From an optimization exercise on the open Yosys and OpenROAD flow, aimed at small area and a short achievable clock period; shortcuts taken in it are not production practice.
No activity file was given, so power comes from the tool's default toggle rates.

before:
==> flow/design.v (excerpt) <==
module rgb565_pixel_alu_top (
	input  logic        clk,
	input  logic        arst_n,
	input  logic        in_valid,
	output logic        in_ready,
	input  logic [2:0]  in_op,
	input  logic [15:0] in_color_a,
	input  logic [15:0] in_color_b,
	input  logic [8:0]  in_weight,
	input  logic [15:0] in_scale_num,
	input  logic [15:0] in_scale_den,
	input  logic [2:0]  in_red_depth,
	input  logic [2:0]  in_green_depth,
	input  logic [2:0]  in_blue_depth,
	output logic        out_valid,
	input  logic        out_ready,
	output logic [15:0] out_color
);
==> module rpa_lane, before the edit <==
module rpa_lane #(
	parameter int unsigned Width = 5
) (
	input  logic             clk,
	input  logic [Width:0]   mul_x,
	input  logic [Width-1:0] base,
	input  logic [15:0]      mul_y,
	input  logic             div_d,
	input  logic [111:0]     den_k,
	input  logic [6:0]       div_k,
	output logic [Width-1:0] chan_out
);
	localparam int unsigned N  = Width + 16;
	localparam int unsigned NR = Width + 2;
	localparam logic [Width-1:0] ChanMax = '1;
	function automatic int rows_at(int level);
		int c;
		c = NR;
		for (int i = 0; i < level; i++) begin
			c = 2 * (c / 3) + c % 3;
		end
		rows_at = c;
	endfunction
	function automatic int levels(int rows);
		int l;
		int c;
		l = 0;
		c = rows;
		for (int i = 0; i < 8; i++) begin
			if (c > 2) begin
				c = 2 * (c / 3) + c % 3;
				l = l + 1;
			end
		end
		levels = l;
	endfunction
	localparam int unsigned NL = levels(NR);
	logic [(NL+1)*NR*N-1:0] lv;
	logic [N-1:0]           s_r, c_r;
	for (genvar i = 0; i < Width; i++) begin : g_pp
		assign lv[i*N +: N] = mul_x[i] ? (N'(mul_y) << i) : '0;
	end
	assign lv[Width*N +: N]     = mul_x[Width] ? ~(N'(mul_y) << Width) : '0;
	assign lv[(Width+1)*N +: N] = (N'(div_d ? '0 : base) << 8) | N'(mul_x[Width]);
	for (genvar l = 0; l < NL; l++) begin : g_lvl
		localparam int C = rows_at(l);
		localparam int G = C / 3;
		for (genvar g = 0; g < G; g++) begin : g_csa
			logic [N-1:0] x, y, z;
			assign x = lv[(l*NR + 3*g)*N +: N];
			assign y = lv[(l*NR + 3*g + 1)*N +: N];
			assign z = lv[(l*NR + 3*g + 2)*N +: N];
			assign lv[((l+1)*NR + 2*g)*N +: N]     = x ^ y ^ z;
			assign lv[((l+1)*NR + 2*g + 1)*N +: N] = ((x & y) | (x & z) | (y & z)) << 1;
		end
		for (genvar r = 3 * G; r < C; r++) begin : g_pass
			assign lv[((l+1)*NR + 2*G + r - 3*G)*N +: N] = lv[(l*NR + r)*N +: N];
		end
	end
	always_ff @(posedge clk) begin
		s_r <= lv[(NL*NR)*N +: N];
		c_r <= lv[(NL*NR + 1)*N +: N];
	end
	logic [N-1:0] st [0:Width];
	logic         ovf [1:Width];
	always_ff @(posedge clk) begin
		st[0] <= s_r + c_r;
	end
	for (genvar j = 1; j <= Width; j++) begin : g_step
		localparam int K = j;
		logic [15:0]      t;
		logic [Width-1:0] lq;
		logic [17:0]      diff;
		logic             hit;
		logic [N-1:0]     nxt;
		assign t    = st[j-1][N-1:Width];
		assign lq   = st[j-1][Width-1:0];
		rpa_sub #(.NB(17)) u_sub (
			.a        ({t, lq[Width-1]}),
			.b        ({1'b0, den_k[16*K +: 16]}),
			.diff     (diff[16:0]),
			.no_borrow(hit)
		);
		assign diff[17] = 1'b0;
		assign nxt  = {hit ? diff[15:0] : {t[14:0], lq[Width-1]}, lq[Width-2:0], hit};
		logic ovf_in;
		if (j == 1) begin : g_ovf
			assign ovf_in = (t >= den_k[16*K +: 16]);
		end else begin : g_novf
			assign ovf_in = ovf[j-1];
		end
		if (j < Width) begin : g_reg
			always_ff @(posedge clk) begin
				st[j]  <= nxt;
				ovf[j] <= ovf_in;
			end
		end else begin : g_last
			logic [Width-1:0] res;
			always_comb begin
				if (!div_k[K]) begin
					res = nxt[2*Width+7:Width+8];
				end else if (ovf_in) begin
					res = ChanMax;
				end else begin
					res = nxt[Width-1:0];
				end
			end
			if (K < 6) begin : g_hold
				always_ff @(posedge clk) begin
					chan_out <= res;
				end
			end else begin : g_out
				assign chan_out = res;
			end
		end
	end
endmodule
==> module rpa_sub, before the edit <==
module rpa_sub #(
	parameter int unsigned NB = 17
) (
	input  logic [NB-1:0] a,
	input  logic [NB-1:0] b,
	output logic [NB-1:0] diff,
	output logic          no_borrow
);
	function automatic int levels(int n);
		int l;
		l = 0;
		for (int i = 0; i < 8; i++) begin
			if ((1 << l) < n) begin
				l = l + 1;
			end
		end
		levels = l;
	endfunction
	localparam int unsigned NP = NB + 1;
	localparam int unsigned L  = levels(NP);
	logic [NP-1:0] g [0:L];
	logic [NP-1:0] p [0:L];
	assign g[0] = {a & ~b, 1'b1};
	assign p[0] = {a ^ ~b, 1'b0};
	for (genvar l = 0; l < L; l++) begin : g_lvl
		for (genvar i = 0; i < NP; i++) begin : g_bit
			if (((i >> l) & 1) == 1) begin : g_join
				localparam int J = ((i >> l) << l) - 1;
				assign g[l+1][i] = g[l][i] | (p[l][i] & g[l][J]);
				assign p[l+1][i] = p[l][i] & p[l][J];
			end else begin : g_keep
				assign g[l+1][i] = g[l][i];
				assign p[l+1][i] = p[l][i];
			end
		end
	end
	assign diff      = p[0][NB:1] ^ g[L][NB-1:0];
	assign no_borrow = g[L][NB];
endmodule
clock: 6.3 ns
lec_check: 0
cap_margin: 20
core_margin: 2
core_utilization: 40
setup_slack_margin: 3.3
slew_margin: 20
run.sh (not shown) runs the stock make flow with config.mk's settings and CLKGATE_MAP_FILE= SYNTH_SCRIPT=/design/flow/synth_recipe.tcl, a recipe that flattens the netlist after the stock synthesis.
Inputs modified between before and after:
diff --git a/flow/design.v b/flow/design.v
--- a/flow/design.v
+++ b/flow/design.v
@@ -141,11 +141,6 @@
 		assign t    = st[j-1][N-1:Width];
 		assign lq   = st[j-1][Width-1:0];
-		rpa_sub #(.NB(17)) u_sub (
-			.a        ({t, lq[Width-1]}),
-			.b        ({1'b0, den_k[16*K +: 16]}),
-			.diff     (diff[16:0]),
-			.no_borrow(hit)
-		);
-		assign diff[17] = 1'b0;
+		assign diff = {1'b0, t, lq[Width-1]} - {2'b0, den_k[16*K +: 16]};
+		assign hit  = !diff[17];
 		assign nxt  = {hit ? diff[15:0] : {t[14:0], lq[Width-1]}, lq[Width-2:0], hit};
 		logic ovf_in;
@@ -181,43 +176,4 @@
 	end
 endmodule
-module rpa_sub #(
-	parameter int unsigned NB = 17
-) (
-	input  logic [NB-1:0] a,
-	input  logic [NB-1:0] b,
-	output logic [NB-1:0] diff,
-	output logic          no_borrow
-);
-	function automatic int levels(int n);
-		int l;
-		l = 0;
-		for (int i = 0; i < 8; i++) begin
-			if ((1 << l) < n) begin
-				l = l + 1;
-			end
-		end
-		levels = l;
-	endfunction
-	localparam int unsigned NP = NB + 1;
-	localparam int unsigned L  = levels(NP);
-	logic [NP-1:0] g [0:L];
-	logic [NP-1:0] p [0:L];
-	assign g[0] = {a & ~b, 1'b1};
-	assign p[0] = {a ^ ~b, 1'b0};
-	for (genvar l = 0; l < L; l++) begin : g_lvl
-		for (genvar i = 0; i < NP; i++) begin : g_bit
-			if (((i >> l) & 1) == 1) begin : g_join
-				localparam int J = ((i >> l) << l) - 1;
-				assign g[l+1][i] = g[l][i] | (p[l][i] & g[l][J]);
-				assign p[l+1][i] = p[l][i] & p[l][J];
-			end else begin : g_keep
-				assign g[l+1][i] = g[l][i];
-				assign p[l+1][i] = p[l][i];
-			end
-		end
-	end
-	assign diff      = p[0][NB:1] ^ g[L][NB-1:0];
-	assign no_borrow = g[L][NB];
-endmodule
 `timescale 1ns / 1ps
 import rpa_pkg::*;
after -> before: total clock buffers created by CTS delta 0, exact match. Insertion delay to the later sink of the worst-skew pair: after < before. | final area | after vs before | worse |. Relative max-transition margin is higher on after. The count of fill cells added during filler insertion in after was higher than what before gave. Compared with before, in after routed wire length did not really move, minimum setup slack after placement has increased, internal cell power up about 1.4%. Final antenna diode count, before and after: lower on before. met2 routed wirelength is lower on after. Max data-path buffer share of cell area in the final layout across before and after: before. Changes observed in after relative to before: arrival time at the worst endpoint decreased by 0.20 ns relative to the old numbers, worst setup slack after layout increased by 0.015 ns relative to the old numbers.
No run of this note included a check of the RTL's function; only the layout flow was run.

[what the ideal ports hide]
No port has a modelled driver above. Below, the same layouts with a new extraction and two added sets of constraints. Step 1: set_driving_cell puts a clkbuf_16 on clk and a buf_2 on each other input, an assumption about the parent block. Step 2 also shifts input and output timing later by t, the mid clock arrival at the registers, as if the neighbouring blocks saw the same clock. Slacks: no drivers / after step 1 / after step 2; pairs: no drivers / after step 1.
run	t, ns	slack for setup (ns)	clock arrival spread, ns	worst slew at a driven data input, ns
before	0.752	3.333 / 3.333 / 2.670	0.107 / 0.107	0.06
after	0.731	3.348 / 3.348 / 2.665	0.073 / 0.072	0.05
After both steps every run listed still meets setup and hold. The setup slack of after, which loses most, moves by 0.000 ns with the drivers and by -0.683 ns with both steps.
